Source: an optimization exercise on an open RTL-to-GDS flow (aim: small area and a short achievable clock period). Production flows keep margins and buffers that such runs may drop.
The RTL was checked by simulation tests, not by an equivalence proof against the original design.
Power figures rest on the tool's default switching activity, not on a simulated workload.

==> flow/design.v <==
`default_nettype none
package alu_pkg;
	localparam int WIDTH   = 32;  
	localparam int LANES   = 4;   
	localparam int LATENCY = 3;   
	localparam int BLK     = 2;   
	localparam int NBLK    = WIDTH / BLK;
	localparam int GRP     = 4;   
	localparam int NGRP    = NBLK / GRP;
	typedef enum logic [2:0] {
		ADD = 3'd0,  
		SUB = 3'd1,  
		SEQ = 3'd2,  
		SNE = 3'd3,  
		SLT = 3'd4,  
		SGT = 3'd5,  
		SLE = 3'd6,  
		SGE = 3'd7   
	} alu_op_e;
endpackage
`default_nettype wire
`timescale 1ns/1ps
`default_nettype none
module op_dispatch (
	input  logic                                     clk,
	input  logic                                     arst_n,
	input  logic                                     in_valid,
	input  logic [2:0]                               op,
	input  logic [alu_pkg::LANES*alu_pkg::WIDTH-1:0] a_bus,
	input  logic [alu_pkg::LANES*alu_pkg::WIDTH-1:0] b_bus,
	output logic                                     req_valid,
	output logic [2:0]                               req_op,
	output logic                                     req_sub,   
	output logic [alu_pkg::LANES*alu_pkg::WIDTH-1:0] req_sum,   
	output logic [alu_pkg::LANES*alu_pkg::NBLK-1:0]  req_gen    
);
	localparam int WIDTH = alu_pkg::WIDTH;
	localparam int LANES = alu_pkg::LANES;
	localparam int BLK   = alu_pkg::BLK;
	localparam int NBLK  = alu_pkg::NBLK;
	logic                   sub;
	logic [LANES*WIDTH-1:0] b_eff;
	logic [LANES*WIDTH-1:0] sum_d;
	logic [LANES*NBLK-1:0]  gen_d;
	assign sub   = (op != alu_pkg::ADD);  
	assign b_eff = b_bus ^ {(LANES*WIDTH){sub}};
	genvar j, i;
	generate
		for (j = 0; j < LANES*NBLK; j++)
		begin : g_blk
			logic [BLK:0] c;
			assign c[0] = 1'b0;
			for (i = 0; i < BLK; i++)
			begin : g_bit
				assign sum_d[j*BLK+i] = a_bus[j*BLK+i] ^ b_eff[j*BLK+i] ^ c[i];
				assign c[i+1] = (a_bus[j*BLK+i] & b_eff[j*BLK+i])
					| (c[i] & (a_bus[j*BLK+i] ^ b_eff[j*BLK+i]));
			end
			assign gen_d[j] = c[BLK];
		end
	endgenerate
	always_ff @(posedge clk or negedge arst_n)
	begin
		if (!arst_n)
			req_valid <= 1'b0;
		else
			req_valid <= in_valid;
	end
	always_ff @(posedge clk)
	begin
		req_op  <= op;
		req_sub <= sub;
		req_sum <= sum_d;
		req_gen <= gen_d;
	end
endmodule
`default_nettype wire
`timescale 1ns/1ps
`default_nettype none
module alu_lane (
	input  logic                      clk,
	input  logic [2:0]                req_op,
	input  logic                      req_sub,   
	input  logic [alu_pkg::WIDTH-1:0] req_sum,   
	input  logic [alu_pkg::NBLK-1:0]  req_gen,   
	output logic [alu_pkg::WIDTH-1:0] result,
	output logic                      cout,
	output logic                      zero
);
	localparam int WIDTH = alu_pkg::WIDTH;
	localparam int BLK   = alu_pkg::BLK;
	localparam int NBLK  = alu_pkg::NBLK;
	localparam int GRP   = alu_pkg::GRP;
	localparam int NGRP  = alu_pkg::NGRP;
	logic             use_set;
	logic [NBLK-1:0]  prop;       
	logic [NBLK:0]    carry;      
	logic [NGRP-1:0]  grp_gen;    
	logic [NGRP-1:0]  grp_prop;   
	logic [NGRP:0]    grp_carry;  
	logic [WIDTH-1:0] sum;
	logic             sum_zero;
	logic             set_bit;
	logic [WIDTH-1:0] lane_res;
	assign use_set = req_op[2] | req_op[1];
	genvar j, q, i;
	generate
		for (j = 0; j < NBLK; j++)
		begin : g_prop
			assign prop[j] = &req_sum[j*BLK +: BLK];
		end
		for (q = 0; q < NGRP; q++)
		begin : g_grp
			logic [GRP:0] gg;  
			assign gg[0] = 1'b0;
			for (i = 0; i < GRP; i++)
			begin : g_gg
				assign gg[i+1] = req_gen[q*GRP+i] | (prop[q*GRP+i] & gg[i]);
			end
			assign grp_gen[q]  = gg[GRP];
			assign grp_prop[q] = &prop[q*GRP +: GRP];
			assign grp_carry[q+1] = grp_gen[q] | (grp_prop[q] & grp_carry[q]);
			assign carry[q*GRP] = grp_carry[q];
			for (i = 1; i < GRP; i++)
			begin : g_c
				assign carry[q*GRP+i] = req_gen[q*GRP+i-1] | (prop[q*GRP+i-1] & carry[q*GRP+i-1]);
			end
		end
	endgenerate
	assign grp_carry[0] = req_sub;  
	assign carry[NBLK]  = grp_carry[NGRP];
	generate
		for (j = 0; j < NBLK; j++)
		begin : g_inc
			logic [BLK:0] t;
			assign t[0] = carry[j];
			for (i = 0; i < BLK; i++)
			begin : g_bit
				assign sum[j*BLK+i] = req_sum[j*BLK+i] ^ t[i];
				assign t[i+1]       = req_sum[j*BLK+i] & t[i];
			end
		end
	endgenerate
	assign sum_zero = (sum == '0);
	always_comb
	begin
		case (req_op)
			alu_pkg::SEQ: set_bit = sum_zero;
			alu_pkg::SNE: set_bit = ~sum_zero;
			alu_pkg::SLT: set_bit = ~carry[NBLK];
			alu_pkg::SGT: set_bit = carry[NBLK] & ~sum_zero;
			alu_pkg::SLE: set_bit = ~carry[NBLK] | sum_zero;
			default:      set_bit = carry[NBLK];  
		endcase
		lane_res = use_set ? {{(WIDTH-1){1'b0}}, set_bit} : sum;
	end
	always_ff @(posedge clk)
	begin
		result <= lane_res;
		cout   <= carry[NBLK];  
		zero   <= use_set ? ~set_bit : sum_zero;
	end
endmodule
`default_nettype wire
`timescale 1ns/1ps
`default_nettype none
module result_collect (
	input  logic                                     clk,
	input  logic                                     arst_n,
	input  logic                                     req_valid,
	input  logic [alu_pkg::LANES*alu_pkg::WIDTH-1:0] res_result,
	input  logic [alu_pkg::LANES-1:0]                res_cout,
	input  logic [alu_pkg::LANES-1:0]                res_zero,
	output logic                                     out_valid,
	output logic [alu_pkg::LANES*alu_pkg::WIDTH-1:0] result_bus,
	output logic [alu_pkg::LANES-1:0]                carry_bus,
	output logic [alu_pkg::LANES-1:0]                zero_bus
);
	logic res_valid;
	always_ff @(posedge clk or negedge arst_n)
	begin
		if (!arst_n)
		begin
			res_valid <= 1'b0;
			out_valid <= 1'b0;
		end
		else
		begin
			res_valid <= req_valid;
			out_valid <= res_valid;
		end
	end
	always_ff @(posedge clk)
	begin
		result_bus <= res_result;
		carry_bus  <= res_cout;
		zero_bus   <= res_zero;
	end
endmodule
`default_nettype wire
`timescale 1ns/1ps
`default_nettype none
module alu_array_top (
	input  logic         clk,
	input  logic         arst_n,
	input  logic         in_valid,
	input  logic [2:0]   op,          
	input  logic [127:0] a_bus,       
	input  logic [127:0] b_bus,
	output logic         out_valid,
	output logic [127:0] result_bus,
	output logic [3:0]   carry_bus,
	output logic [3:0]   zero_bus
);
	localparam int WIDTH = alu_pkg::WIDTH;
	localparam int LANES = alu_pkg::LANES;
	localparam int NBLK  = alu_pkg::NBLK;
	logic                   req_valid;
	logic [2:0]             req_op;
	logic                   req_sub;
	logic [LANES*WIDTH-1:0] req_sum;
	logic [LANES*NBLK-1:0]  req_gen;
	logic [LANES*WIDTH-1:0] res_result;
	logic [LANES-1:0]       res_cout;
	logic [LANES-1:0]       res_zero;
	op_dispatch u_dispatch (
		.clk       (clk),
		.arst_n    (arst_n),
		.in_valid  (in_valid),
		.op        (op),
		.a_bus     (a_bus),
		.b_bus     (b_bus),
		.req_valid (req_valid),
		.req_op    (req_op),
		.req_sub   (req_sub),
		.req_sum   (req_sum),
		.req_gen   (req_gen)
	);
	genvar i;
	generate
		for (i = 0; i < LANES; i++)
		begin : g_lane
			alu_lane u_lane (
				.clk     (clk),
				.req_op  (req_op),
				.req_sub (req_sub),
				.req_sum (req_sum[i*WIDTH +: WIDTH]),
				.req_gen (req_gen[i*NBLK +: NBLK]),
				.result  (res_result[i*WIDTH +: WIDTH]),
				.cout    (res_cout[i]),
				.zero    (res_zero[i])
			);
		end
	endgenerate
	result_collect u_collect (
		.clk        (clk),
		.arst_n     (arst_n),
		.req_valid  (req_valid),
		.res_result (res_result),
		.res_cout   (res_cout),
		.res_zero   (res_zero),
		.out_valid  (out_valid),
		.result_bus (result_bus),
		.carry_bus  (carry_bus),
		.zero_bus   (zero_bus)
	);
endmodule
`default_nettype wire
==> flow/flow/run.sh <==
#!/bin/bash
# The standard layout, with the smallest buffer on every port instead of the
# one buffer_ports picks on its own, a clock tree of smaller buffers without
# dummy loads, and timing repair that aims well below the clock period.
set -euo pipefail
export BUFFER_PORTS_ARGS="-buffer_cell sky130_fd_sc_hd__buf_1"
export CTS_ARGS="-sink_clustering_enable -repair_clock_nets -dont_use_dummy_load -sink_clustering_size 20 -sink_clustering_max_diameter 80 -buf_list {sky130_fd_sc_hd__clkbuf_4 sky130_fd_sc_hd__clkbuf_8}"
export SETUP_SLACK_MARGIN=13.2
bash standard.sh > standard.log 2>&1
==> flow/standard.sh <==
#!/bin/bash
# synth_recipe.tcl (not shown) runs the flow's synth.tcl, then flattens the netlist and writes it again
# the make line also repeats each setting of config.mk as NAME=value (left out here)
make -C /OpenROAD-flow-scripts/flow DESIGN_CONFIG=/design/flow/config.mk WORK_HOME=/design/flow/orfs CLKGATE_MAP_FILE= SYNTH_SCRIPT=/design/flow/synth_recipe.tcl "${@:-finish}"
==> flow/config.mk <==
export PLATFORM = sky130hd
export DESIGN_NAME = alu_array_top
export DESIGN_NICKNAME = alu_array_top
export VERILOG_FILES = /design/flow/design.v
export SDC_FILE = /design/flow/constraint.sdc
export NUM_CORES = 4
export LEC_CHECK = 0
export CAP_MARGIN = 20
export CORE_MARGIN = 2
export CORE_UTILIZATION = 40
export SLEW_MARGIN = 20
export SYNTH_HIERARCHICAL = 1
==> flow/constraint.sdc <==
create_clock -name core_clock -period 18.0 [get_ports {clk}]
set_input_delay 3.6000 -clock core_clock [delete_from_list [all_inputs] [get_ports {clk}]]
set_output_delay 3.6000 -clock core_clock [all_outputs]
set_load 0.01 [all_outputs]
==> impl_metrics.csv, run 1 <==
group,metric,value,unit
status,status,"finished clean",
setup_path,cp_num_buf_inv,3,
clock_network,cts.hold.buffers_added,0,
synth,yosysSeqAreaShare,0.555,
route,via_per_inst,4.74,
timing,tightest_slew,0.968,ns
synth,yosysUniqueCellTypes,45,
clock_network,htree_levels,1,
min_path,hp-class,"reg -> reg",
synth,synth_seq_cells,471,
floorplanning,die_w,210,um
synth,ys.flop_type,"dfxtp_1",
global_route,grt-ovfl-total,0,
floorplanning,initial_core_util,0.406,
timing,min_period_over_period,0.263,
route,vias,10700,
power,p_total,2120,uW
setup_path,crit_type,"in -> reg",
route,drt-met1-wl,18500,um
setup_path,rrSetupSlack,14.07,ns
clock_network,clk_path_buf_depth,3,
timing,fin_crit,4.74,ns
global_route,grt_use_total,0.179,
run,maxCapViolations,0,
route,routed.top_layer,"met5",
setup_path,worstSetupStartpoint,"op[2]",
synth,synth_area_leader_cell,"dfxtp_1",
floorplanning,core-area,41900,um2
placed_design,dp_slack,12.23,ns
cells_and_area,fillers,3899,
power,leakage,0.00772,uW
route,drc_errors,0,
global_route,grt_max_degree,65,
synth,synth_fp_nets,1769,
global_route,grt_pass1_wl,61300,um
route,routed_wl,40000,um
timing,setup_slack,13.26,ns
clock_network,cts_tree,"done",
timing,rsz0062_at_grt,"true",
power,p_per_area,108,nW/um2
setup_path,path_depth,7,
route,drt-wirelength-per-cell,17.7,um
cells_and_area,fin_area,19700,um2
synth,yosysWarnings,9,
timing,finalSetupViolations,0,
timing,slew-limit-headroom,0.352,
cells_and_area,multi_input_area,7380,um2
cells_and_area,fin_util,0.469,
floorplanning,pin_count,399,
route,drt_iter0_markers,347,
placed_design,port_buffers,398,
timing,hold_viol,0,
floorplanning,die_y,210,um
setup_path,worstRegToRegCells,15,
cells_and_area,regArea,9460,um2
clock_network,clock_latency,0.63,ns
timing,drv_slew,0,
setup_path,slowest_stage,"fa_1",
route,routed-wl-met3,2030,um
synth,syn-mean-instance-area,12.9,um2
synth,synth_area,17000,um2
placed_design,dpl_cell_area,19100,um2
setup_path,critPathArrivalTime,5.23,ns
global_route,grt_pass1_vias,11400,
synth,async_flop_share,0.00637,
setup_path,cp_cell_sequence,"buf_1 -> nor3_4 -> buf_12 -> buf_16 -> xnor2_1 -> ha_1 -> fa_1",
setup_path,r2r_start,"u_dispatch.req_sub$_DFF_P_",
route,ant_nets,0,
clock_network,cts_root_buf,"clkbuf_8",
setup_path,r2r-end,"g_lane[3].u_lane.result[0]$_DFF_P_",
timing,max_freq,211,MHz
setup_path,slowest_delay,0.42,ns
global_route,antenna_found_initial,2,
clock_network,clk_pin_slew,0.09,ns
setup_path,crit_family,"adder cells",
timing,finClkSkew,0.0592,ns
synth,synth_area_leaders,"dfxtp_1, ha_1, xnor2_1, fa_1, and2_1",
floorplanning,die-area,44200,um2
synth,synth-edff-count,0,
timing,fin_tns_setup,0,ns
setup_path,endpoint,"u_dispatch.req_sum[75]$_DFF_P_",
clock_network,cts_inserted_buffers,29,
floorplanning,rows,75,
placed_design,place_congestion,0.852,
placed_design,dp_hpwl,30200,um
route,firstDrtPassIters,4,
setup_path,worstSetupStartpointType,"input port",
cells_and_area,drive_gt1_frac,0.0836,
clock_network,cts.sinks,471,
cells_and_area,syn_to_final_growth,15.6,%
cells_and_area,nets,2178,
synth,synth_common_cells,"dfxtp_1, xnor2_1, ha_1, and2_1",
route,wl_met2,18600,um
synth,synth_cells,1315,
synth,synth_top_area_frac,0.551,
setup_path,cp-end-kind,"flip-flop",
power,ir_drop,0.0838,mV
setup_path,crit_fanout,33,
setup_path,required,18.49,ns
synth,yosysMostFrequentCell,"dfxtp_1",
how the worst min path moves through the flow:
stage          slack (ns)                                    from  cells after the start                                end
2_1_floorplan        0.31           g_lane[0].u_lane.cout$_DFF_P_                      0     u_collect.carry_bus[0]$_DFF_P_
3_3_place_gp         0.31  g_lane[0].u_lane.result[17]$_SDFF_PN0_                      0   u_collect.result_bus[17]$_DFF_P_
3_5_place_dp         0.31  g_lane[3].u_lane.result[10]$_SDFF_PN0_                      0  u_collect.result_bus[106]$_DFF_P_
4_1_cts              0.28      g_lane[3].u_lane.result[0]$_DFF_P_                      0   u_collect.result_bus[96]$_DFF_P_
5_1_grt              0.26      g_lane[3].u_lane.result[0]$_DFF_P_                      0   u_collect.result_bus[96]$_DFF_P_
6_report             0.29      g_lane[3].u_lane.result[0]$_DFF_P_                      0   u_collect.result_bus[96]$_DFF_P_
metal layers:
metal  vias to the layer above  GRT usage
met1                      5095      0.234
met3                        53     0.0329
li1                       5303          -
met4                         2     0.0406
met5                         -          0
met2                       267      0.307
Yosys stat by module, one instance, submodules excluded, a selection:
| module | area [um2] | cells |
|---|---|---|
| op_dispatch | 7310 | 469 |
| result_collect | 2770 | 138 |
| alu_lane | 1730 | 177 |
sequential cells by signal (all words and copies together), names as in the netlist:
register,cells
g_lane.u_lane.result,128
u_collect.result_bus,128
u_dispatch.req_sum,128
u_dispatch.req_gen,64
g_lane.u_lane.cout,4
g_lane.u_lane.zero,4
u_collect.carry_bus,4
u_collect.zero_bus,4
u_dispatch.req_op,3
u_collect.out_valid,1
u_collect.res_valid,1
u_dispatch.req_sub,1
u_dispatch.req_valid,1
cell families after synthesis:
logic type | Yosys count | synth area share
DFF | 471 | 0.555
and+or+nand+nor | 285 | 0.0941
xor gates and xnor gates | 192 | 0.0988
adders and majority gates | 192 | 0.169
AOI/OAI and AO/OA | 124 | 0.0632
buffers and inverters | 43 | 0.0149
muxes | 8 | 0.00471
power breakdown:
| group | switching [uW] | internal (uW) | leakage (uW) |
|---|---|---|---|
| sequential | 91.1 | 1190 | 0.00393 |
| combinational | 223 | 182 | 0.00358 |
| clock | 299 | 144 | 0.000209 |
cell type report:
class	count	share of cell area
sequential	471	0.481
multi-input combinational	801	0.375
timing repair buffer	404	0.0856
tap	539	0.0343
clock buffer	29	0.0203
inverter	17	0.00324
antenna	1	0.000127
cells in the final DEF, fill, tap and decap left out, types with 17 or more instances in the layout:
cell type and count:
fa_1 63, nand2_1 20, nand4_1 36, and2_1 80, clkbuf_8 29, a31o_1 20
dfxtp_1 456, buf_2 42, xnor2_1 171, buf_1 342, ha_1 124, nor2_1 62
inv_1 17, nor4_1 28, a31oi_1 28
metrics by stage:
stage               hold slack [ns]  std cells
floorplan                     0.310       1315
global placement              0.311       2229
detailed placement            0.312       2229
CTS                           0.275       2261
global route                  0.264       2261
finish                        0.287       2262
repair_timing:
| action | 4_1_cts | 5_1_grt |
|---|---|---|
| buffers inserted | 1 | 0 |
| gates cloned | 2 | 0 |
| setup endpoints to repair | 171 | 37 |
| pin swaps | 1 | 0 |
| resized for setup | 50 | 23 |
==> run 2: changes to the inputs <==
--- a/flow/flow/run.sh
+++ b/flow/flow/run.sh
@@ -6,4 +6,3 @@
 export BUFFER_PORTS_ARGS="-buffer_cell sky130_fd_sc_hd__buf_1"
 export CTS_ARGS="-sink_clustering_enable -repair_clock_nets -dont_use_dummy_load -sink_clustering_size 20 -sink_clustering_max_diameter 80 -buf_list {sky130_fd_sc_hd__clkbuf_4 sky130_fd_sc_hd__clkbuf_8}"
-export SETUP_SLACK_MARGIN=13.2
 bash standard.sh > standard.log 2>&1
==> impl_metrics.csv, run 2 <==
group,metric,value,unit
cells_and_area,drive_gt1_frac,0.0378,
global_route,grt_pass1_vias,11100,
placed_design,dp_hpwl,30800,um
global_route,grt_use_total,0.172,
route,vias,10600,
synth,synth-edff-count,0,
floorplanning,rows,75,
route,firstDrtPassIters,4,
min_path,whs_path_depth,0,
placed_design,placed_cells,2231,
setup_path,r2r_start,"u_dispatch.req_sub$_DFF_P_",
synth,synth_top_area_frac,0.551,
floorplanning,pin_count,399,
synth,synth_seq_cells,471,
floorplanning,core-area,41900,um2
timing,tightest_slew,1.01,ns
cells_and_area,reg_top3,"g_lane.u_lane.result x128, u_collect.result_bus x128, u_dispatch.req_sum x128",
route,drt_iter0_markers,348,
synth,synth_fp_nets,1769,
route,drt-wirelength-per-cell,17.0,um
setup_path,worstRegToRegCells,14,
global_route,grt-ovfl-total,0,
cells_and_area,final_cell_mix,"dfxtp_1, buf_1, xnor2_1, ha_1, and2_1",
timing,fin_crit,5.79,ns
setup_path,endpoint,"u_dispatch.req_sum[65]$_DFF_P_",
power,leakage,0.00746,uW
timing,finalSetupViolations,0,
timing,rsz0062_at_grt,"false",
synth,yosysMostFrequentCell,"dfxtp_1",
route,drc_errors,0,
setup_path,rrSetupSlack,14.09,ns
timing,hold_viol,0,
clock_network,clk_pin_slew,0.12,ns
setup_path,required,18.48,ns
route,via_per_inst,4.68,
route,routed-wl-met3,2080,um
synth,yosysSeqAreaShare,0.555,
setup_path,r2r-end,"g_lane[3].u_lane.zero$_DFF_P_",
route,routed_wl,38600,um
timing,max_freq,173,MHz
synth,synth_area,17000,um2
power,clkPwrFrac,0.211,
synth,yosysWarnings,9,
run,maxCapViolations,0,
clock_network,cts_root_buf,"clkbuf_8",
power,p_seq_frac,0.601,
cells_and_area,fillers,3896,
global_route,grt_max_degree,50,
setup_path,worstSetupStartpoint,"op[1]",
floorplanning,die_y,210,um
floorplanning,initial_core_util,0.406,
clock_network,cts_resized,0,
global_route,antenna_found_initial,3,
cells_and_area,syn_to_final_growth,14.3,%
cells_and_area,regArea,9440,um2
cells_and_area,nets,2177,
synth,synth_cells,1315,
power,power.switching,617,uW
cells_and_area,layout_commonest_cell,"dfxtp_1",
setup_path,worstSetupStartpointType,"input port",
min_path,hp-class,"reg -> reg",
global_route,grt_pass1_wl,59600,um
power,combinationalPowerShare,0.188,
setup_path,crit_type,"in -> reg",
timing,min_period_over_period,0.321,
floorplanning,die_w,210,um
cells_and_area,multi_input_area,7330,um2
synth,ys.flop_type,"dfxtp_1",
placed_design,place_congestion,0.843,
clock_network,cts.hold.buffers_added,0,
setup_path,crit_fanout,49,
clock_network,clock_latency,0.64,ns
synth,yosysUniqueCellTypes,45,
route,routed.top_layer,"met5",
setup_path,critPathArrivalTime,6.27,ns
cells_and_area,finalNonFillerCells,2262,
power,p_int,1510,uW
timing,finClkSkew,0.0589,ns
synth,async_flop_share,0.00637,
power,p_per_area,109,nW/um2
route,wl_met2,18100,um
synth,syn-mean-instance-area,12.9,um2
clock_network,postCtsSetupBuffers,0,
timing,slew-limit-headroom,0.327,
clock_network,cts_inserted_buffers,29,
timing,fin_tns_setup,0,ns
floorplanning,die-area,44200,um2
route,ant_nets,0,
setup_path,cp-end-kind,"flip-flop",
synth,synth_common_cells,"dfxtp_1, xnor2_1, ha_1, and2_1",
clock_network,htree_levels,1,
clock_network,cts_tree,"done",
timing,drv_slew,0,
clock_network,clk_path_buf_depth,3,
power,switching_share,0.291,
status,status,"finished clean",
route,drt-met1-wl,17600,um
clock_network,cts.sinks,471,
placed_design,port_buffers,398,
synth,synth_area_leader_cell,"dfxtp_1",
synth,synth_area_leaders,"dfxtp_1, ha_1, xnor2_1, fa_1, and2_1",
power,ir_drop,0.0745,mV
run 2: layout make-up:
type,count,area share
Sequential cell,471,0.486
Antenna cell,2,0.000257
Clock buffer,29,0.0205
Multi-Input combinational cell,801,0.377
Tap cell,539,0.0347
Timing Repair Buffer,403,0.0787
Inverter,17,0.00328
run 2: how the worst min path moves through the flow:
stage	from	end	slack (ns)
after global placement	g_lane[1].u_lane.result[17]$_SDFF_PN0_	u_collect.result_bus[49]$_DFF_P_	0.31
after floorplan	g_lane[0].u_lane.cout$_DFF_P_	u_collect.carry_bus[0]$_DFF_P_	0.31
after CTS	g_lane[3].u_lane.zero$_DFF_P_	u_collect.zero_bus[3]$_DFF_P_	0.28
after global routing	g_lane[3].u_lane.zero$_DFF_P_	u_collect.zero_bus[3]$_DFF_P_	0.28
final	g_lane[3].u_lane.zero$_DFF_P_	u_collect.zero_bus[3]$_DFF_P_	0.27
after detailed placement	g_lane[1].u_lane.cout$_DFF_P_	u_collect.carry_bus[1]$_DFF_P_	0.31
run 2: per-module statistics from Yosys (local to each module, per instance), excerpt:
| module | times used | flip-flops and latches | area [um2] |
|---|---|---|---|
| op_dispatch | 1 | 197 | 7310 |
| result_collect | 1 | 138 | 2770 |
| alu_lane | 4 | 34 | 1730 |
run 2: kinds of logic after synthesis:
group	share of synthesized area
flops	0.555
simple gates	0.0941
xor+xnor	0.0988
fa+ha+maj	0.169
compound gates	0.0632
buf+inv	0.0149
mux	0.00471
run 2: layer usage:
| metal | track usage | vias up |
|---|---|---|
| met4 | 0.0399 | 6 |
| met5 | 0 | - |
| met1 | 0.228 | 4953 |
| met2 | 0.292 | 288 |
| li1 | - | 5292 |
| met3 | 0.0335 | 54 |
run 2: metrics by stage:
| stage | utilization | setup slack [ns] | cell area [um2] | total power, uW | hold WS (ns) |
|---|---|---|---|---|---|
| 2_1_floorplan | - | 12.98 | 17000 | 1530 | 0.310 |
| 3_3_place_gp | 0.454 | 11.62 | 19000 | 1700 | 0.310 |
| 3_5_place_dp | 0.454 | 11.53 | 19000 | 1700 | 0.312 |
| 4_1_cts | 0.464 | 12.24 | 19400 | 2160 | 0.276 |
| 5_1_grt | 0.464 | 12.09 | 19400 | 2250 | 0.275 |
| 6_report | 0.464 | 12.21 | 19500 | 2120 | 0.268 |
run 2: critical path, cell delays in order:
cell     delay, ns
buf_1         0.21
nor3_4        0.27
buf_4         0.54
buf_4         0.73
xnor2_1       0.15
ha_1          0.23
fa_1          0.45
run 2: power by group through the flow:
| stage | combinational (uW) | clock (uW) | sequential (uW) |
|---|---|---|---|
| global placement | 398 | 0 | 1300 |
| CTS | 408 | 472 | 1280 |
| floorplan | 240 | 0 | 1290 |
| detailed placement | 403 | 0 | 1300 |
| finish | 400 | 448 | 1270 |
| global route | 451 | 507 | 1290 |
==> run 3: changes to the inputs <==
--- a/flow/flow/run.sh
+++ b/flow/flow/run.sh
@@ -6,3 +6,4 @@
 export BUFFER_PORTS_ARGS="-buffer_cell sky130_fd_sc_hd__buf_1"
 export CTS_ARGS="-sink_clustering_enable -repair_clock_nets -dont_use_dummy_load -sink_clustering_size 20 -sink_clustering_max_diameter 80 -buf_list {sky130_fd_sc_hd__clkbuf_4 sky130_fd_sc_hd__clkbuf_8}"
+export SETUP_SLACK_MARGIN=13.35
 bash standard.sh > standard.log 2>&1
==> impl_metrics.csv, run 3 <==
group,metric,value,unit
synth,synth-compound-area-share,0.0632,
floorplanning,initial_core_util,0.406,
global_route,grt-ovfl-total,0,
min_path,min-delay-start,"g_lane[2].u_lane.result[12]$_SDFF_PN0_",
placed_design,dp_slack,12.27,ns
cells_and_area,diodes,0,
timing,drv_slew,0,
timing,rsz0062_at_grt,"true",
setup_path,worstSetupStartpointType,"input port",
synth,yosysMostFrequentCell,"dfxtp_1",
global_route,antenna_found_initial,0,
route,routed_wl,45400,um
timing,finClkSkew,0.0462,ns
synth,synth_common_cells,"dfxtp_1, xnor2_1, ha_1, and2_1",
cells_and_area,reg_top3,"g_lane.u_lane.result x128, u_collect.result_bus x128, u_dispatch.req_sum x128",
clock_network,cts_inserted_buffers,29,
placed_design,dp_hpwl,30200,um
synth,synth_cells,1315,
power,p_per_area,103,nW/um2
synth,syn-mean-instance-area,12.9,um2
timing,max_freq,210,MHz
timing,finalSetupViolations,0,
route,via_per_inst,4.81,
synth,synth_fa_ha_area_frac,0.169,
cells_and_area,drive_gt1_frac,0.235,
route,firstDrtPassIters,5,
floorplanning,die-area,44200,um2
floorplanning,die_w,210,um
setup_path,worstSetupStartpoint,"op[0]",
setup_path,r2r_start,"u_dispatch.req_sub$_DFF_P_",
status,status,"finished clean",
timing,tightest_slew,0.962,ns
power,ir_drop,0.0566,mV
synth,synth_area,17000,um2
clock_network,clk_path_buf_depth,3,
global_route,grt_pass1_wl,65200,um
timing,fin_crit,4.76,ns
route,ant_nets,0,
floorplanning,rows,75,
global_route,grt_use_total,0.196,
cells_and_area,fillers,3693,
synth,yosysSeqAreaShare,0.555,
timing,hold_viol,0,
clock_network,cts_root_buf,"clkbuf_8",
synth,synth_xor_area_frac,0.0988,
setup_path,required,18.57,ns
power,leakage,0.00851,uW
synth,synth_area_leaders,"dfxtp_1, ha_1, xnor2_1, fa_1, and2_1",
cells_and_area,layout_commonest_cell,"dfxtp_1",
setup_path,cp-end-kind,"flip-flop",
floorplanning,die_y,210,um
setup_path,crit_fanout,8,
floorplanning,pin_count,399,
synth,ys.flop_type,"dfxtp_1",
clock_network,htree_levels,1,
clock_network,cts.hold.buffers_added,0,
synth,synth_top_family_by_area,"adder cells",
global_route,grt_max_degree,29,
cells_and_area,fin_area,21500,um2
cells_and_area,final_cell_mix,"dfxtp_1, buf_1, xnor2_1, buf_6, dfxtp_2",
clock_network,cts.sinks,471,
placed_design,dpl_cell_area,19100,um2
clock_network,clk_pin_slew,0.11,ns
timing,min_period_over_period,0.264,
route,drc_errors,0,
power,p_total,2210,uW
clock_network,clock_latency,0.63,ns
synth,yosysUniqueCellTypes,45,
placed_design,place_congestion,0.851,
synth,synth_seq_cells,471,
timing,slew-limit-headroom,0.356,
run,maxCapViolations,0,
route,drt_iter0_markers,427,
setup_path,crit_type,"in -> reg",
synth,synth-edff-count,0,
timing,fin_tns_setup,0,ns
synth,yosysWarnings,9,
min_path,hp-class,"reg -> reg",
clock_network,cts_tree,"done",
synth,synth_fp_nets,1769,
setup_path,critPathArrivalTime,5.33,ns
route,vias,11000,
synth,synth_area_leader_cell,"dfxtp_1",
timing,setup_slack,13.24,ns
synth,synth_simple_gate_area_frac,0.0941,
synth,synth_top_area_frac,0.551,
global_route,grt_pass1_vias,11300,
floorplanning,core-area,41900,um2
cells_and_area,nets,2195,
synth,synthMuxAreaShare,0.00471,
placed_design,port_buffers,398,
cells_and_area,syn_to_final_growth,26.3,%
route,drt-wirelength-per-cell,19.9,um
synth,async_flop_share,0.00637,
run 3: per-layer routing:
layer / share of wire / track usage
met5: 0 / 0
met4: 0.028 / 0.0565
met3: 0.055 / 0.0302
met2: 0.47 / 0.333
met1: 0.44 / 0.258
run 3: Yosys stat by module, one instance, submodules excluded, excerpt:
module / cells / cell area (um2) / flip-flops and latches
result_collect: 138 / 2770 / 138
alu_lane: 177 / 1730 / 34
op_dispatch: 469 / 7310 / 197
run 3: critical path, cell delays in order:
cell	delay [ns]
buf_8	0.10
nor3_4	0.21
buf_12	0.17
buf_16	0.16
buf_16	0.22
xnor2_2	0.08
ha_2	0.19
fa_2	0.56
run 3: layout make-up:
class	instances	area (um2)	share of cell area
multi-input combinational	801	7960	0.370
tap	539	674	0.0314
sequential	471	9570	0.445
inverter	17	63.8	0.00297
timing repair buffer	421	2840	0.132
clock buffer	29	399	0.0186
run 3: cell families (layout without fill, tap and decap cells):
group                      count (synthesis)  in the layout
DFF                                      471            471
and+or+nand+nor                          285            285
adders and majority gates                192            192
xor gates and xnor gates                 192            192
AOI/OAI and AO/OA                        124            124
buffers and inverters                     43            467
muxes                                      8              8
run 3: stage by stage:
step                      std cells   util  hold slack, ns
after floorplan                1315      -           0.310
after global routing           2278  0.513           0.278
after detailed placement       2229  0.456           0.312
final                          2278  0.513           0.281
after CTS                      2271  0.493           0.283
after global placement         2229  0.455           0.310
run 3: path summary, 6_finish.rpt:
| check | slack [ns] | cells past startpoint | to |
|---|---|---|---|
| max | 13.24 | 8 | u_dispatch.req_sum[11]$_DFF_P_ |
| min | 0.28 | 0 | u_collect.result_bus[76]$_DFF_P_ |
| max reg2reg | 14.04 | 14 | g_lane[3].u_lane.zero$_DFF_P_ |
| min reg2reg | 0.28 | 0 | u_collect.result_bus[76]$_DFF_P_ |
| max in group asynchronous | 15.09 | 1 | u_collect.out_valid$_DFF_PN0_ |
| min in group asynchronous | 2.76 | 1 | u_dispatch.req_valid$_DFF_PN0_ |
run 3: timing repair:
action / 4_1_cts / 5_1_grt
endpoints found under the setup margin: 272 / 201
cloned: 10 / 4
pin swaps: 7 / 55
gates resized for setup: 340 / 128
setup buffers: 3 / 3
run 3: power by group:
group / total, uW / switching [uW] / internal, uW
clock network: 448 / 303 / 145
registers: 1290 / 95.9 / 1190
logic: 473 / 239 / 235
total: 2210 / 638 / 1570
==> run 4: changes to the inputs <==
--- a/flow/flow/run.sh
+++ b/flow/flow/run.sh
@@ -6,4 +6,4 @@
 export BUFFER_PORTS_ARGS="-buffer_cell sky130_fd_sc_hd__buf_1"
 export CTS_ARGS="-sink_clustering_enable -repair_clock_nets -dont_use_dummy_load -sink_clustering_size 20 -sink_clustering_max_diameter 80 -buf_list {sky130_fd_sc_hd__clkbuf_4 sky130_fd_sc_hd__clkbuf_8}"
-export SETUP_SLACK_MARGIN=13.35
+export SETUP_SLACK_MARGIN=13.28
 bash standard.sh > standard.log 2>&1
==> impl_metrics.csv, run 4 <==
group,metric,value,unit
timing,finClkSkew,0.0384,ns
global_route,grt_max_degree,65,
timing,fin_crit,4.77,ns
floorplanning,die-area,44200,um2
synth,yosysMostFrequentCell,"dfxtp_1",
synth,synth_fp_nets,1769,
synth,syn-mean-instance-area,12.9,um2
route,routed_wl,42800,um
setup_path,r2r-end,"g_lane[3].u_lane.zero$_DFF_P_",
setup_path,cp-end-kind,"flip-flop",
timing,fin_tns_setup,0,ns
synth,synth_area_leader_cell,"dfxtp_1",
power,p_per_area,105,nW/um2
synth,yosysSeqAreaShare,0.555,
global_route,grt_pass1_vias,11300,
power,leakage,0.00829,uW
clock_network,clk_path_buf_depth,3,
synth,synth_seq_cells,471,
global_route,grt-ovfl-total,0,
clock_network,cts_tree,"done",
cells_and_area,nets,2187,
floorplanning,die_w,210,um
route,vias,10900,
synth,yosysWarnings,9,
placed_design,dp_hpwl,30600,um
clock_network,clk_pin_slew,0.12,ns
run,maxCapViolations,0,
setup_path,worstSetupStartpointType,"input port",
global_route,grt_use_total,0.183,
synth,yosysUniqueCellTypes,45,
synth,synth-edff-count,0,
clock_network,clock_latency,0.63,ns
cells_and_area,layout_commonest_cell,"dfxtp_1",
route,drt-wirelength-per-cell,18.9,um
setup_path,worstRegToRegCells,14,
timing,drv_slew,0,
floorplanning,initial_core_util,0.406,
power,clkPwrFrac,0.202,
synth,synth_area,17000,um2
synth,synth_cells,1315,
timing,min_period_over_period,0.265,
setup_path,crit_fanout,8,
timing,rsz0062_at_grt,"true",
route,drc_errors,0,
power,p_total,2170,uW
synth,synth_common_cells,"dfxtp_1, xnor2_1, ha_1, and2_1",
setup_path,rrSetupSlack,14.03,ns
route,drt_iter0_markers,351,
min_path,whs_path_depth,0,
status,status,"finished clean",
timing,slew-limit-headroom,0.487,
timing,max_freq,210,MHz
floorplanning,pin_count,399,
power,p_seq_frac,0.591,
route,via_per_inst,4.81,
power,power.switching,624,uW
timing,tightest_slew,0.768,ns
floorplanning,core-area,41900,um2
global_route,antenna_found_initial,1,
global_route,grt_pass1_wl,62100,um
power,switching_share,0.287,
clock_network,cts_root_buf,"clkbuf_8",
route,ant_nets,0,
clock_network,cts_inserted_buffers,28,
placed_design,dp_slack,12.25,ns
clock_network,cts.sinks,471,
setup_path,r2r_start,"u_dispatch.req_sub$_DFF_P_",
placed_design,place_congestion,0.851,
cells_and_area,reg_top3,"g_lane.u_lane.result x128, u_collect.result_bus x128, u_dispatch.req_sum x128",
synth,synth_top_area_frac,0.551,
clock_network,htree_levels,1,
cells_and_area,fin_util,0.495,
timing,hold_viol,0,
power,p_int,1550,uW
setup_path,crit_type,"in -> reg",
cells_and_area,drive_gt1_frac,0.195,
timing,finalSetupViolations,0,
synth,async_flop_share,0.00637,
cells_and_area,syn_to_final_growth,21.9,%
route,firstDrtPassIters,4,
min_path,holdPathEnd,"u_collect.result_bus[32]$_DFF_P_",
setup_path,required,18.49,ns
synth,synth_area_leaders,"dfxtp_1, ha_1, xnor2_1, fa_1, and2_1",
min_path,min-delay-start,"g_lane[1].u_lane.result[0]$_DFF_P_",
placed_design,port_buffers,398,
cells_and_area,final_cell_mix,"dfxtp_1, buf_1, xnor2_1, ha_1, buf_6",
power,ir_drop,0.0537,mV
floorplanning,rows,75,
synth,ys.flop_type,"dfxtp_1",
power,combinationalPowerShare,0.208,
timing,setup_slack,13.23,ns
setup_path,critPathArrivalTime,5.26,ns
floorplanning,die_y,210,um
min_path,hp-class,"reg -> reg",
## run 4: how the worst max path moves through the flow
stage | start | endpoint | cells past startpoint
final | op[1] | u_dispatch.req_sum[29]$_DFF_P_ | 8
after CTS | u_collect.result_bus[76]$_DFF_P_ | result_bus[76] | 1
after global routing | u_collect.out_valid$_DFF_PN0_ | out_valid | 1
after global placement | op[1] | u_dispatch.req_sum[3]$_DFF_P_ | 6
after detailed placement | op[1] | u_dispatch.req_sum[83]$_DFF_P_ | 6
after floorplan | op[1] | u_dispatch.req_sum[11]$_DFF_P_ | 6
## run 4: power by group through the flow
stage | logic [uW] | registers [uW] | clock network (uW)
after CTS | 443 | 1280 | 460
after global placement | 397 | 1300 | 0
after global routing | 506 | 1300 | 494
final | 451 | 1280 | 439
after floorplan | 242 | 1290 | 0
after detailed placement | 404 | 1300 | 0
## run 4: metrics by stage
stage	std cells	hold WS, ns	cell area [um2]
2_1_floorplan	1315	0.310	17100
3_3_place_gp	2229	0.310	19100
3_5_place_dp	2229	0.312	19100
4_1_cts	2263	0.296	20300
5_1_grt	2270	0.311	20700
6_report	2271	0.292	20800
## run 4: cell families after synthesis
group,after synthesis,synth area share
and+or+nand+nor,285,0.0941
muxes,8,0.00471
xor gates and xnor gates,192,0.0988
adders and majority gates,192,0.169
DFF,471,0.555
buffers and inverters,43,0.0149
AOI/OAI and AO/OA,124,0.0632
## run 4: what timing repair did
item / CTS / global route
endpoints found under the hold margin: 0 / 0
pin swaps: 1 / 12
gates cloned: 4 / 5
hold buffers: 0 / 0
gates resized for setup: 283 / 79
setup endpoints to repair: 264 / 174
buffers inserted: 2 / 2
## run 4: routing by layer
metal / share of wire / track usage / vias up
met4: 0.027 / 0.0511 / 2
met3: 0.055 / 0.0299 / 62
met1: 0.45 / 0.240 / 5237
met2: 0.47 / 0.312 / 294
li1: - / - / 5323
met5: 0.00028 / 0 / -
## run 4: critical path, stage by stage
cell	delay, ns
clkbuf_2	0.11
nor3_4	0.22
buf_12	0.17
buf_12	0.16
clkbuf_16	0.24
xnor2_2	0.13
ha_2	0.20
fa_1	0.42
## run 4: cell type report
| cell class | count | area [um2] |
|---|---|---|
| diodes | 1 | 2.50 |
| clock buffers | 28 | 385 |
| fillers | 3813 | 21200 |
| inverters | 17 | 63.8 |
| multi-input cells | 801 | 7520 |
| flip-flops and latches | 471 | 9550 |
| well taps | 539 | 674 |
| repair buffers | 414 | 2550 |
## run 4: modules after synthesis, one instance, submodules excluded, a selection
| module | flip-flops and latches | cells inside | area (um2) | times used |
|---|---|---|---|---|
| op_dispatch | 197 | 469 | 7310 | 1 |
| result_collect | 138 | 138 | 2770 | 1 |
| alu_lane | 34 | 177 | 1730 | 4 |
==> run 5: changes to the inputs <==
--- a/flow/flow/run.sh
+++ b/flow/flow/run.sh
@@ -6,4 +6,4 @@
 export BUFFER_PORTS_ARGS="-buffer_cell sky130_fd_sc_hd__buf_1"
 export CTS_ARGS="-sink_clustering_enable -repair_clock_nets -dont_use_dummy_load -sink_clustering_size 20 -sink_clustering_max_diameter 80 -buf_list {sky130_fd_sc_hd__clkbuf_4 sky130_fd_sc_hd__clkbuf_8}"
-export SETUP_SLACK_MARGIN=13.28
+export SETUP_SLACK_MARGIN=13.25
 bash standard.sh > standard.log 2>&1
==> impl_metrics.csv, run 5 <==
group,metric,value,unit
cells_and_area,final_cell_mix,"dfxtp_1, buf_1, xnor2_1, ha_1, and2_1",
power,leakage,0.00815,uW
timing,finClkSkew,0.0505,ns
synth,synth_cells,1315,
synth,synth_common_cells,"dfxtp_1, xnor2_1, ha_1, and2_1",
cells_and_area,fin_area,20200,um2
synth,synth_area,17000,um2
floorplanning,die-area,44200,um2
placed_design,dpl_cell_area,19100,um2
setup_path,slowest_stage,"dfrtp_1",
clock_network,htree_levels,1,
global_route,grt_max_degree,33,
route,ant_nets,0,
setup_path,r2r-end,"g_lane[3].u_lane.zero$_DFF_P_",
route,drc_errors,0,
placed_design,placed_cells,2229,
route,vias,10700,
cells_and_area,finalNonFillerCells,2268,
power,switching_share,0.288,
setup_path,cp_cell_sequence,"clkbuf_2",
floorplanning,die_w,210,um
route,via_per_inst,4.74,
setup_path,r2r_start,"u_dispatch.req_sub$_DFF_P_",
route,drt_iter0_markers,425,
synth,yosysMostFrequentCell,"dfxtp_1",
setup_path,worstSetupStartpoint,"u_collect.out_valid$_DFF_PN0_",
floorplanning,pin_count,399,
floorplanning,core-area,41900,um2
route,routed_wl,43200,um
timing,max_freq,212,MHz
timing,min_period_over_period,0.262,
setup_path,endpoint,"out_valid",
cells_and_area,syn_to_final_growth,18.9,%
synth,async_flop_share,0.00637,
timing,fin_crit,4.71,ns
clock_network,cts_tree,"done",
power,p_int,1530,uW
setup_path,worstRegToRegCells,14,
power,power.switching,619,uW
cells_and_area,diodes,0,
placed_design,port_buffers,398,
setup_path,critPathArrivalTime,1.11,ns
clock_network,cts_root_buf,"clkbuf_8",
synth,synth_area_leaders,"dfxtp_1, ha_1, xnor2_1, fa_1, and2_1",
synth,yosysSeqAreaShare,0.555,
floorplanning,initial_core_util,0.406,
timing,rsz0062_at_grt,"true",
clock_network,clk_pin_slew,0.12,ns
setup_path,rrSetupSlack,13.89,ns
status,status,"finished clean",
setup_path,required,14.40,ns
setup_path,path_depth,1,
power,clkPwrFrac,0.203,
timing,fin_tns_setup,0,ns
placed_design,place_congestion,0.870,
global_route,grt-ovfl-total,0,
min_path,hp-class,"reg -> reg",
route,drt-wirelength-per-cell,19.1,um
global_route,antenna_found_initial,1,
floorplanning,die_y,210,um
timing,tightest_slew,0.924,ns
setup_path,worstSetupStartpointType,"flip-flop",
clock_network,cts_inserted_buffers,28,
synth,synth-edff-count,0,
timing,finalSetupViolations,0,
clock_network,cts.hold.buffers_added,0,
power,p_per_area,106,nW/um2
setup_path,crit_family,"flip-flops",
floorplanning,rows,75,
cells_and_area,reg_top3,"g_lane.u_lane.result x128, u_collect.result_bus x128, u_dispatch.req_sum x128",
synth,yosysWarnings,9,
setup_path,crit_type,"reg -> out",
cells_and_area,layout_commonest_cell,"dfxtp_1",
cells_and_area,fin_util,0.483,
cells_and_area,nets,2185,
global_route,grt_pass1_vias,11500,
setup_path,cp_num_buf_inv,1,
clock_network,clk_path_buf_depth,3,
setup_path,cp-end-kind,"output pin",
cells_and_area,drive_gt1_frac,0.158,
route,firstDrtPassIters,4,
global_route,grt_pass1_wl,63400,um
timing,hold_viol,0,
synth,ys.flop_type,"dfxtp_1",
setup_path,slowest_delay,0.38,ns
synth,syn-mean-instance-area,12.9,um2
synth,synth_area_leader_cell,"dfxtp_1",
power,combinationalPowerShare,0.203,
power,ir_drop,0.0472,mV
cells_and_area,fillers,3827,
timing,hold_ws,0.285,ns
synth,synth_fp_nets,1769,
min_path,whs_path_depth,0,
clock_network,cts.sinks,471,
global_route,grt_use_total,0.187,
placed_design,dp_hpwl,30700,um
run,maxCapViolations,0,
setup_path,crit_fanout,1,
timing,drv_slew,0,
power,p_seq_frac,0.594,
synth,synth_seq_cells,471,
synth,yosysUniqueCellTypes,45,
clock_network,clock_latency,0.62,ns
timing,slew-limit-headroom,0.382,
synth,synth_top_area_frac,0.551,
## run 5: changes by cell type in the layout (fill, tap and decap cells not counted), sizes merged
| cell | before | now |
|---|---|---|
| diode | 1 | 0 |
| clkbuf | 37 | 44 |
| buf | 405 | 396 |
## run 5: final cells by class
cell class | count | area, um2 | share of cell area
repair buffers | 412 | 2220 | 0.109
flip-flops and latches | 471 | 9510 | 0.470
clock buffers | 28 | 385 | 0.0190
inverters | 17 | 63.8 | 0.00315
well taps | 539 | 674 | 0.0333
multi-input cells | 801 | 7390 | 0.365
## run 5: cells by family (layout without fill, tap and decap cells)
| group | Yosys count | after routing | share of synthesized area |
|---|---|---|---|
| and+or+nand+nor | 285 | 285 | 0.0941 |
| buffers and inverters | 43 | 457 | 0.0149 |
| DFF | 471 | 471 | 0.555 |
| AOI/OAI and AO/OA | 124 | 124 | 0.0632 |
| muxes | 8 | 8 | 0.00471 |
| xor gates and xnor gates | 192 | 192 | 0.0988 |
| adders and majority gates | 192 | 192 | 0.169 |
## run 5: repair_timing
item / 4_1_cts / 5_1_grt
gates cloned: 4 / 4
gates resized for setup: 209 / 42
pin swaps: 1 / 0
buffers inserted: 3 / 0
setup endpoints to repair: 250 / 93
## run 5: stage by stage
stage | setup WS [ns] | total power [uW]
after floorplan | 13.01 | 1530
after global placement | 12.33 | 1690
after detailed placement | 12.26 | 1700
after CTS | 13.19 | 2180
after global routing | 13.21 | 2280
final | 13.29 | 2150
## run 5: worst min-delay path by stage
stage                                            from                           endpoint
2_1_floorplan           g_lane[0].u_lane.cout$_DFF_P_     u_collect.carry_bus[0]$_DFF_P_
3_3_place_gp   g_lane[3].u_lane.result[21]$_SDFF_PN0_  u_collect.result_bus[117]$_DFF_P_
3_5_place_dp            g_lane[3].u_lane.cout$_DFF_P_     u_collect.carry_bus[3]$_DFF_P_
4_1_cts            g_lane[3].u_lane.result[0]$_DFF_P_   u_collect.result_bus[96]$_DFF_P_
5_1_grt            g_lane[3].u_lane.result[0]$_DFF_P_   u_collect.result_bus[96]$_DFF_P_
6_report           g_lane[3].u_lane.result[0]$_DFF_P_   u_collect.result_bus[96]$_DFF_P_
## run 5: power groups by stage
stage          clock network [uW]  logic, uW  registers [uW]
6_report                      436        436            1280
5_1_grt                       494        490            1300
4_1_cts                       460        436            1280
3_5_place_dp                    0        405            1300
3_3_place_gp                    0        397            1300
2_1_floorplan                   0        242            1290
## run 5: modules after synthesis, one instance, submodules excluded, excerpt
module	flops+latches	area [um2]	times used	cells
op_dispatch	197	7310	1	469
result_collect	138	2770	1	138
alu_lane	34	1730	4	177
## run 5: metal layers
metal	wire [um]	global-route usage	share of wire
met5	16	0	0.00037
met2	20600	0.323	0.48
met3	2410	0.0302	0.056
met1	19300	0.245	0.45
met4	930	0.0465	0.022
==> run 6: changes to the inputs <==
--- a/flow/flow/run.sh
+++ b/flow/flow/run.sh
@@ -6,4 +6,4 @@
 export BUFFER_PORTS_ARGS="-buffer_cell sky130_fd_sc_hd__buf_1"
 export CTS_ARGS="-sink_clustering_enable -repair_clock_nets -dont_use_dummy_load -sink_clustering_size 20 -sink_clustering_max_diameter 80 -buf_list {sky130_fd_sc_hd__clkbuf_4 sky130_fd_sc_hd__clkbuf_8}"
-export SETUP_SLACK_MARGIN=13.25
+export SETUP_SLACK_MARGIN=13.2
 bash standard.sh > standard.log 2>&1
--- a/flow/config.mk
+++ b/flow/config.mk
@@ -8,5 +8,5 @@
 export CAP_MARGIN = 20
 export CORE_MARGIN = 2
-export CORE_UTILIZATION = 40
+export CORE_UTILIZATION = 60
 export SLEW_MARGIN = 20
 export SYNTH_HIERARCHICAL = 1
==> impl_metrics.csv, run 6 <==
group,metric,value,unit
status,status,"finished clean",
setup_path,cp-end-kind,"flip-flop",
run,maxCapViolations,0,
clock_network,cts_tree,"done",
clock_network,htree_levels,1,
synth,async_flop_share,0.00637,
synth,synth_cells,1315,
setup_path,crit_type,"in -> reg",
synth,synthMuxAreaShare,0.00471,
setup_path,r2r-end,"g_lane[3].u_lane.result[0]$_DFF_P_",
synth,synth_common_cells,"dfxtp_1, xnor2_1, ha_1, and2_1",
synth,synth_area,17000,um2
global_route,antenna_found_initial,4,
placed_design,place_congestion,0.894,
synth,synth_area_leaders,"dfxtp_1, ha_1, xnor2_1, fa_1, and2_1",
placed_design,placed_cells,2068,
setup_path,worstRegToRegCells,15,
synth,synth-compound-area-share,0.0632,
cells_and_area,reg_top3,"g_lane.u_lane.result x128, u_collect.result_bus x128, u_dispatch.req_sum x128",
synth,yosysSeqAreaShare,0.555,
timing,hold_viol,0,
setup_path,rrSetupSlack,14.10,ns
min_path,min-delay-start,"g_lane[0].u_lane.result[14]$_SDFF_PN0_",
power,ir_drop,0.0696,mV
floorplanning,initial_core_util,0.611,
floorplanning,core-area,27900,um2
synth,synth_fa_ha_area_frac,0.169,
global_route,grt_pass1_vias,10700,
cells_and_area,finalNonFillerCells,2105,
timing,slew-limit-headroom,0.343,
cells_and_area,syn_to_final_growth,14.4,%
synth,synth_top_family_by_area,"adder cells",
route,vias,10700,
timing,finalSetupViolations,0,
global_route,grt_pass1_wl,54500,um
power,p_per_area,108,nW/um2
timing,finClkSkew,0.0393,ns
clock_network,cts.hold.buffers_added,0,
synth,syn-mean-instance-area,12.9,um2
floorplanning,pin_count,399,
timing,min_period_over_period,0.265,
cells_and_area,drive_gt1_frac,0.0545,
timing,fin_tns_setup,0,ns
route,routed_wl,37000,um
clock_network,cts_root_buf,"clkbuf_8",
route,ant_nets,0,
cells_and_area,final_cell_mix,"dfxtp_1, buf_1, xnor2_1, ha_1, and2_1",
cells_and_area,nets,2180,
global_route,grt_max_degree,52,
clock_network,cts.sinks,471,
timing,drv_slew,0,
setup_path,cp_cell_sequence,"buf_1 -> nor3_4 -> buf_4 -> buf_6 -> xnor2_1 -> fa_1",
timing,fin_crit,4.77,ns
synth,synth_area_leader_cell,"dfxtp_1",
synth,synth_top_area_frac,0.551,
setup_path,slowest_delay,0.46,ns
min_path,holdPathEnd,"u_collect.result_bus[14]$_DFF_P_",
synth,synth-edff-count,0,
setup_path,required,18.49,ns
min_path,whs_path_depth,0,
cells_and_area,fin_util,0.699,
floorplanning,die_w,172,um
synth,yosysMostFrequentCell,"dfxtp_1",
power,leakage,0.00758,uW
floorplanning,die-area,29700,um2
synth,synth_simple_gate_area_frac,0.0941,
setup_path,crit_fanout,25,
global_route,grt_use_total,0.241,
setup_path,critPathArrivalTime,5.26,ns
cells_and_area,layout_commonest_cell,"dfxtp_1",
timing,rsz0062_at_grt,"true",
setup_path,slowest_stage,"fa_1",
timing,tightest_slew,0.982,ns
placed_design,port_buffers,398,
route,drt_iter0_markers,448,
route,firstDrtPassIters,7,
synth,ys.flop_type,"dfxtp_1",
floorplanning,rows,61,
setup_path,r2r_start,"u_dispatch.req_sum[101]$_DFF_P_",
synth,synth_fp_nets,1769,
synth,synth_xor_area_frac,0.0988,
clock_network,clk_pin_slew,0.12,ns
synth,synth_seq_cells,471,
setup_path,worstSetupStartpointType,"input port",
route,drc_errors,0,
synth,yosysUniqueCellTypes,45,
clock_network,cts_inserted_buffers,27,
placed_design,dp_hpwl,28800,um
floorplanning,die_y,172,um
timing,max_freq,210,MHz
route,drt-wirelength-per-cell,17.6,um
timing,hold_ws,0.332,ns
min_path,hp-class,"reg -> reg",
synth,yosysWarnings,9,
global_route,grt-ovfl-total,0,
clock_network,clock_latency,0.60,ns
route,via_per_inst,5.09,
clock_network,clk_path_buf_depth,3,
-- run 6: final cells by class --
cell class	instances	area [um2]
Multi-Input combinational cell	801	7380
Fill cell	2137	8400
Antenna cell	3	7.51
Clock buffer	27	372
Timing Repair Buffer	408	1720
Sequential cell	471	9450
Tap cell	378	473
Inverter	17	63.8
-- run 6: cells by family (layout without fill, tap and decap cells) --
family,count (synthesis),in the layout
AO/OA/AOI/OAI,124,124
XOR/XNOR,192,192
adder cells (fa/ha/maj),192,192
buffers and inverters,43,452
flip-flops,471,471
multiplexers,8,8
other,0,3
AND/OR/NAND/NOR,285,285
-- run 6: power breakdown --
part           total [uW]  switching (uW)  leakage, uW  internal (uW)
Clock                 428             292     0.000194            135
Sequential           1270            87.5      0.00393           1180
Combinational         402             222      0.00346            180
Total                2100             601      0.00758           1500
-- run 6: layer usage --
layer  up-vias  wire, um  GRT usage
met5         -        13          0
li1       5308         -          -
met1      4953     15700      0.301
met4         2      1420     0.0935
met2       362     17500      0.410
met3        83      2400     0.0497
-- run 6: worst max path at each step --
stage,from,end,cells past startpoint
after floorplan,op[1],u_dispatch.req_sum[11]$_DFF_P_,6
after global placement,op[1],u_dispatch.req_sum[55]$_DFF_P_,7
after detailed placement,op[1],u_dispatch.req_sum[59]$_DFF_P_,7
after CTS,op[2],u_dispatch.req_sum[59]$_DFF_P_,7
after global routing,op[1],u_dispatch.req_sum[67]$_DFF_P_,6
final,op[1],u_dispatch.req_sum[67]$_DFF_P_,6
-- run 6: critical path: cells and delay by family --
| kind | cells | cell delay (ns) |
|---|---|---|
| buf+inv | 3 | 0.62 |
| fa+ha+maj | 1 | 0.46 |
| simple gates | 1 | 0.33 |
| xor+xnor | 1 | 0.23 |
-- run 6: per-module statistics from Yosys (local to each module, per instance), a selection --
module	area (um2)	cells	flops+latches
alu_lane	1730	177	34
op_dispatch	7310	469	197
result_collect	2770	138	138
-- run 6: repair_timing --
item / CTS / global route
gates resized for setup: 14 / 14
buffers inserted: 1 / 2
pin swaps: 1 / 1
hold endpoints to repair: 0 / 0
cloned: 2 / 2
setup endpoints to repair: 133 / 46
-- run 6: through the flow --
stage | setup WS [ns] | instance area, um2 | power, uW
3_5_place_dp | 11.81 | 18900 | 1690
6_report | 13.23 | 19500 | 2100
5_1_grt | 13.18 | 19500 | 2220
2_1_floorplan | 13.01 | 17100 | 1530
3_3_place_gp | 11.92 | 18900 | 1680
4_1_cts | 13.18 | 19400 | 2120
==> run 7: changes to the inputs <==
==> flow/flow/run.sh (replaced) <==
#!/bin/bash
# The standard layout, with the smallest buffer on every port instead of the
# one buffer_ports picks on its own, a clock tree of smaller buffers without
# dummy loads, and timing repair that aims well below the clock period.
set -euo pipefail
export BUFFER_PORTS_ARGS="-buffer_cell sky130_fd_sc_hd__buf_1"
export CTS_ARGS="-sink_clustering_enable -repair_clock_nets -dont_use_dummy_load -buf_list {sky130_fd_sc_hd__clkbuf_4 sky130_fd_sc_hd__clkbuf_8}"
export SETUP_SLACK_MARGIN=13.2
bash standard.sh > standard.log 2>&1
--- a/flow/config.mk
+++ b/flow/config.mk
@@ -8,5 +8,5 @@
 export CAP_MARGIN = 20
 export CORE_MARGIN = 2
-export CORE_UTILIZATION = 60
+export CORE_UTILIZATION = 40
 export SLEW_MARGIN = 20
 export SYNTH_HIERARCHICAL = 1
==> impl_metrics.csv, run 7 <==
group,metric,value,unit
status,status,"finished clean",
timing,hold_viol,0,
setup_path,r2r_start,"u_dispatch.req_sub$_DFF_P_",
placed_design,place_congestion,0.852,
synth,synth_common_cells,"dfxtp_1, xnor2_1, ha_1, and2_1",
setup_path,cp-end-kind,"flip-flop",
synth,ys.flop_type,"dfxtp_1",
timing,finClkSkew,0.0398,ns
synth,synth_area,17000,um2
floorplanning,die_w,210,um
floorplanning,initial_core_util,0.406,
route,firstDrtPassIters,4,
clock_network,clk_path_buf_depth,3,
synth,synth_area_leaders,"dfxtp_1, ha_1, xnor2_1, fa_1, and2_1",
clock_network,cts_tree,"done",
global_route,grt-ovfl-total,0,
cells_and_area,final_cell_mix,"dfxtp_1, buf_1, xnor2_1, ha_1, and2_1",
route,drc_errors,0,
global_route,antenna_found_initial,2,
synth,synth_seq_cells,471,
floorplanning,core-area,41900,um2
timing,finalSetupViolations,0,
global_route,grt_use_total,0.185,
synth,yosysSeqAreaShare,0.555,
cells_and_area,drive_gt1_frac,0.0771,
clock_network,htree_levels,3,
floorplanning,die_y,210,um
synth,yosysMostFrequentCell,"dfxtp_1",
synth,async_flop_share,0.00637,
cells_and_area,reg_top3,"g_lane.u_lane.result x128, u_collect.result_bus x128, u_dispatch.req_sum x128",
clock_network,cts.hold.buffers_added,0,
setup_path,critPathArrivalTime,5.22,ns
setup_path,crit_fanout,8,
min_path,hp-class,"reg -> reg",
floorplanning,pin_count,399,
setup_path,worstSetupStartpoint,"op[2]",
route,via_per_inst,4.75,
cells_and_area,layout_commonest_cell,"dfxtp_1",
run,maxCapViolations,0,
min_path,min-delay-start,"g_lane[0].u_lane.result[5]$_SDFF_PN0_",
synth,synth_cells,1315,
power,leakage,0.00792,uW
placed_design,dp_hpwl,30200,um
setup_path,required,18.45,ns
timing,max_freq,210,MHz
clock_network,clk_pin_slew,0.06,ns
timing,slew-limit-headroom,0.352,
global_route,grt_pass1_vias,11800,
synth,synth-edff-count,0,
setup_path,cp_num_buf_inv,4,
synth,synth_fp_nets,1769,
cells_and_area,syn_to_final_growth,19.7,%
floorplanning,die-area,44200,um2
setup_path,slowest_delay,0.41,ns
clock_network,cts_root_buf,"clkbuf_8",
power,p_per_area,119,nW/um2
route,vias,11000,
timing,fin_crit,4.77,ns
global_route,grt_pass1_wl,62500,um
setup_path,slowest_stage,"fa_1",
power,ir_drop,0.0804,mV
setup_path,path_common_cell,"buf_12",
setup_path,worstSetupStartpointType,"input port",
cells_and_area,nets,2233,
route,drt_iter0_markers,382,
timing,min_period_over_period,0.265,
route,ant_nets,0,
clock_network,cts.sinks,471,
timing,rsz0062_at_grt,"false",
timing,hold_ws,0.308,ns
placed_design,port_buffers,398,
timing,fin_tns_setup,0,ns
synth,synth_top_area_frac,0.551,
route,drt-wirelength-per-cell,18.3,um
synth,synth_area_leader_cell,"dfxtp_1",
timing,drv_slew,0,
route,routed_wl,42500,um
timing,tightest_slew,0.968,ns
setup_path,crit_family,"adder cells",
synth,yosysUniqueCellTypes,45,
synth,yosysWarnings,9,
floorplanning,rows,75,
global_route,grt_max_degree,65,
setup_path,crit_type,"in -> reg",
clock_network,cts_inserted_buffers,77,
synth,syn-mean-instance-area,12.9,um2
clock_network,clock_latency,0.60,ns
setup_path,cp_cell_sequence,"buf_1 -> nor3_4 -> buf_12 -> buf_12 -> clkbuf_16 -> xnor2_1 -> ha_2 -> fa_1",
## run 7: cell counts after synthesis
Identical to the previous run, type by type.
## run 7: layer usage
metal,global-route usage,vias to the layer above,share of wire
met5,0,-,0.00031
met4,0.0714,2,0.021
met3,0.0431,72,0.058
met2,0.311,327,0.47
met1,0.230,5197,0.45
li1,-,5407,-
## run 7: power breakdown
group,leakage (uW),switching (uW),internal (uW),total (uW)
combinational,0.00344,226,180,406
clock,0.000554,357,376,733
sequential,0.00393,91.5,1190,1280
total,0.00792,674,1740,2420
## run 7: worst paths after layout
path	endpoint	slack (ns)	cells past startpoint
max reg2reg	g_lane[3].u_lane.zero$_DFF_P_	14.10	14
min	u_collect.result_bus[5]$_DFF_P_	0.31	0
max	u_dispatch.req_sum[37]$_DFF_P_	13.23	8
max in group asynchronous	u_collect.res_valid$_DFF_PN0_	15.06	1
min reg2reg	u_collect.result_bus[5]$_DFF_P_	0.31	0
min in group asynchronous	u_dispatch.req_valid$_DFF_PN0_	2.79	1
## run 7: cell families (layout without fill, tap and decap cells)
kind of cell,Yosys count,in the layout,share of synthesized area
flops,471,471,0.555
simple gates,285,285,0.0941
fa+ha+maj,192,192,0.169
xor+xnor,192,192,0.0988
compound gates,124,124,0.0632
buf+inv,43,505,0.0149
mux,8,8,0.00471
other cells,0,1,0
## run 7: timing repair
| action | in CTS | in global routing |
|---|---|---|
| endpoints found under the setup margin | 131 | 51 |
| buffers inserted | 2 | 2 |
| resized for setup | 6 | 6 |
| cloned | 2 | 4 |
| pin swaps | 1 | 1 |
## run 7: final cells by class
cell class                      instances  area, um2
Timing Repair Buffer                  411       1740
Antenna cell                            1       2.50
Tap cell                              539        674
Clock buffer                           77       1060
Fill cell                            3847      21600
Sequential cell                       471       9440
Multi-Input combinational cell        801       7390
Inverter                               17       63.8
## run 7: metrics by stage
stage	area, um2	setup WS, ns	utilization	power (uW)	std cells
after floorplan	17100	13.01	-	1530	1315
after global placement	19100	12.34	0.455	1690	2229
after detailed placement	19100	12.23	0.455	1700	2229
after CTS	20200	13.18	0.483	2450	2310
after global routing	20400	13.20	0.486	2550	2316
final	20400	13.23	0.486	2420	2317
## run 7: Yosys stat by module, one instance, submodules excluded, a selection
module / area, um2 / flip-flops and latches
alu_lane: 1730 / 34
op_dispatch: 7310 / 197
result_collect: 2770 / 138
## run 7: worst register-to-register path, cell delays in order (launching register included)
cell and delay, ns:
dfxtp_1 0.66, nand3_1 0.21, o211a_1 0.32, o21ai_2 0.18, a31oi_2 0.15, o31ai_4 0.29, a31oi_1 0.19, o31ai_2 0.25
ha_1 0.29, nor4_1 0.30, nand4_1 0.16, nor2_1 0.14, and3_1 0.25, mux2i_1 0.20, and3b_1 0.19
==> run 8: changes to the inputs <==
--- a/flow/config.mk
+++ b/flow/config.mk
@@ -10,3 +10,2 @@
 export CORE_UTILIZATION = 40
 export SLEW_MARGIN = 20
-export SYNTH_HIERARCHICAL = 1
==> impl_metrics.csv, run 8 <==
group,metric,value,unit
route,ant_nets,0,
power,clkPwrFrac,0.300,
synth,yosysMostFrequentCell,"dfxtp_1",
setup_path,crit_type,"in -> reg",
timing,tightest_slew,0.846,ns
global_route,globalRouteMet2Util,0.307,
timing,setup_slack,13.14,ns
synth,synth_area_leader_cell,"dfxtp_1",
floorplanning,pin_count,399,
floorplanning,die_y,214,um
global_route,grt_pass1_vias,12600,
cells_and_area,drive_gt1_frac,0.101,
floorplanning,die_w,214,um
timing,fin_crit,4.86,ns
global_route,top_usage_layer,"met2",
setup_path,cp-end-kind,"flip-flop",
synth,synth_top_area_frac,0.530,
run,maxCapViolations,0,
floorplanning,rows,77,
synth,synthMuxAreaShare,0.000637,
setup_path,crit_family,"buffers and inverters",
timing,hold_ws,0.291,ns
global_route,grt_pass1_wl,66700,um
setup_path,cp_cell_sequence,"buf_8 -> nor3_4 -> buf_6 -> buf_12 -> buf_12 -> clkbuf_16 -> xnor2_4 -> ha_2 -> inv_2 -> fa_1 -> inv_1",
global_route,grt_use_met1,0.243,
route,drt_iter0_markers,353,
power,p_seq_frac,0.517,
setup_path,path_common_cell,"buf_12",
floorplanning,initial_core_util,0.402,
cells_and_area,regArea,9450,um2
timing,min_period_over_period,0.270,
floorplanning,die-area,45900,um2
setup_path,r2r_start,"u_dispatch.req_sub$_DFF_P_",
power,power.switching,700,uW
placed_design,port_buffers,398,
power,combinationalPowerShare,0.183,
synth,synth_common_cells,"dfxtp_1, inv_1, xnor2_1, ha_1, and2_1",
min_path,min-delay-start,"g_lane[0].u_lane.result[0]$_DFF_P_",
setup_path,critPathArrivalTime,5.37,ns
cells_and_area,nets,2502,
floorplanning,core-area,43900,um2
route,via_per_inst,4.52,
synth,synth-edff-count,0,
clock_network,clk_path_buf_depth,3,
synth,synth_seq_cells,471,
timing,slew-limit-headroom,0.435,
global_route,grt_max_degree,50,
cells_and_area,reg_top3,"g_lane.u_lane.result x128, u_collect.result_bus x128, u_dispatch.req_sum x128",
power,p_int,1770,uW
synth,async_flop_share,0.00637,
min_path,hp-class,"reg -> reg",
synth,yosysUniqueCellTypes,66,
route,drt-wirelength-per-cell,17.0,um
synth,synth_xor_area_frac,0.0952,
min_path,whs_path_depth,0,
timing,finalSetupViolations,0,
synth,synth_area,17700,um2
route,drc_errors,0,
cells_and_area,layout_commonest_cell,"dfxtp_1",
cells_and_area,syn_to_final_growth,22.6,%
power,leakage,0.00947,uW
setup_path,r2r-end,"g_lane[1].u_lane.zero$_DFF_P_",
synth,synth_top_family_by_area,"adder cells",
status,status,"finished clean",
clock_network,cts_inserted_buffers,78,
cells_and_area,fillers,4116,
power,ir_drop,0.0561,mV
cells_and_area,fin_util,0.493,
min_path,holdPathEnd,"u_collect.result_bus[0]$_DFF_P_",
route,vias,11900,
cells_and_area,multi_input_area,7370,um2
## run 8: repair_timing
action / CTS / global route
gates resized for setup: 26 / 63
buffers inserted: 4 / 6
hold endpoints to repair: 0 / 0
pin swaps: 1 / 18
gates cloned: 3 / 6
setup endpoints to repair: 138 / 70
## run 8: cells by family (layout without fill, tap and decap cells)
logic type / Yosys count / count (layout)
flip-flops: 471 / 471
buffers and inverters: 309 / 779
AND/OR/NAND/NOR: 283 / 283
adder cells (fa/ha/maj): 192 / 192
XOR/XNOR: 192 / 192
AO/OA/AOI/OAI: 128 / 128
multiplexers: 1 / 1
other: 0 / 1
## run 8: routing by layer
| metal | wire (um) | vias to the layer above |
|---|---|---|
| met5 | 0 | - |
| met1 | 20600 | 5570 |
| met4 | 1240 | 0 |
| met2 | 20900 | 359 |
| met3 | 2210 | 90 |
| li1 | - | 5910 |
## run 8: how the worst max path moves through the flow
stage	start	end	slack, ns	cells past startpoint
after detailed placement	op[1]	u_dispatch.req_sum[27]$_DFF_P_	11.71	9
after global placement	op[1]	u_dispatch.req_sum[27]$_DFF_P_	11.79	9
final	op[2]	u_dispatch.req_sum[87]$_DFF_P_	13.14	11
after CTS	op[2]	u_dispatch.req_sum[95]$_DFF_P_	13.17	10
after global routing	op[2]	u_dispatch.req_sum[87]$_DFF_P_	13.14	11
after floorplan	op[1]	u_dispatch.req_sum[107]$_DFF_P_	12.92	8
## run 8: final cells by class
cell class,instances,area share
antenna,1,0.000116
sequential,471,0.436
timing repair buffer,422,0.0911
inverter,279,0.0489
multi-input combinational,796,0.340
tap,592,0.0342
clock buffer,78,0.0496
## run 8: per-stage QoR
stage               cells  instance area, um2
CTS                  2625               21200
floorplan            1576               17900
detailed placement   2540               19900
global route         2639               21700
global placement     2540               19900
finish               2639               21700
## run 8: power by group through the flow
stage	Combinational (uW)	Sequential, uW	Clock [uW]
detailed placement	434	1300	0
CTS	443	1280	775
floorplan	266	1280	0
global route	506	1290	815
global placement	425	1290	0
finish	451	1280	741
## run 8: worst reg2reg max path: cells and delay by family (launching register included)
kind | cells | cell delay [ns]
AO/OA/AOI/OAI | 8 | 1.65
adder cells (fa/ha/maj) | 1 | 0.33
buffers and inverters | 1 | 0.09
flip-flops | 1 | 0.44
AND/OR/NAND/NOR | 6 | 1.55
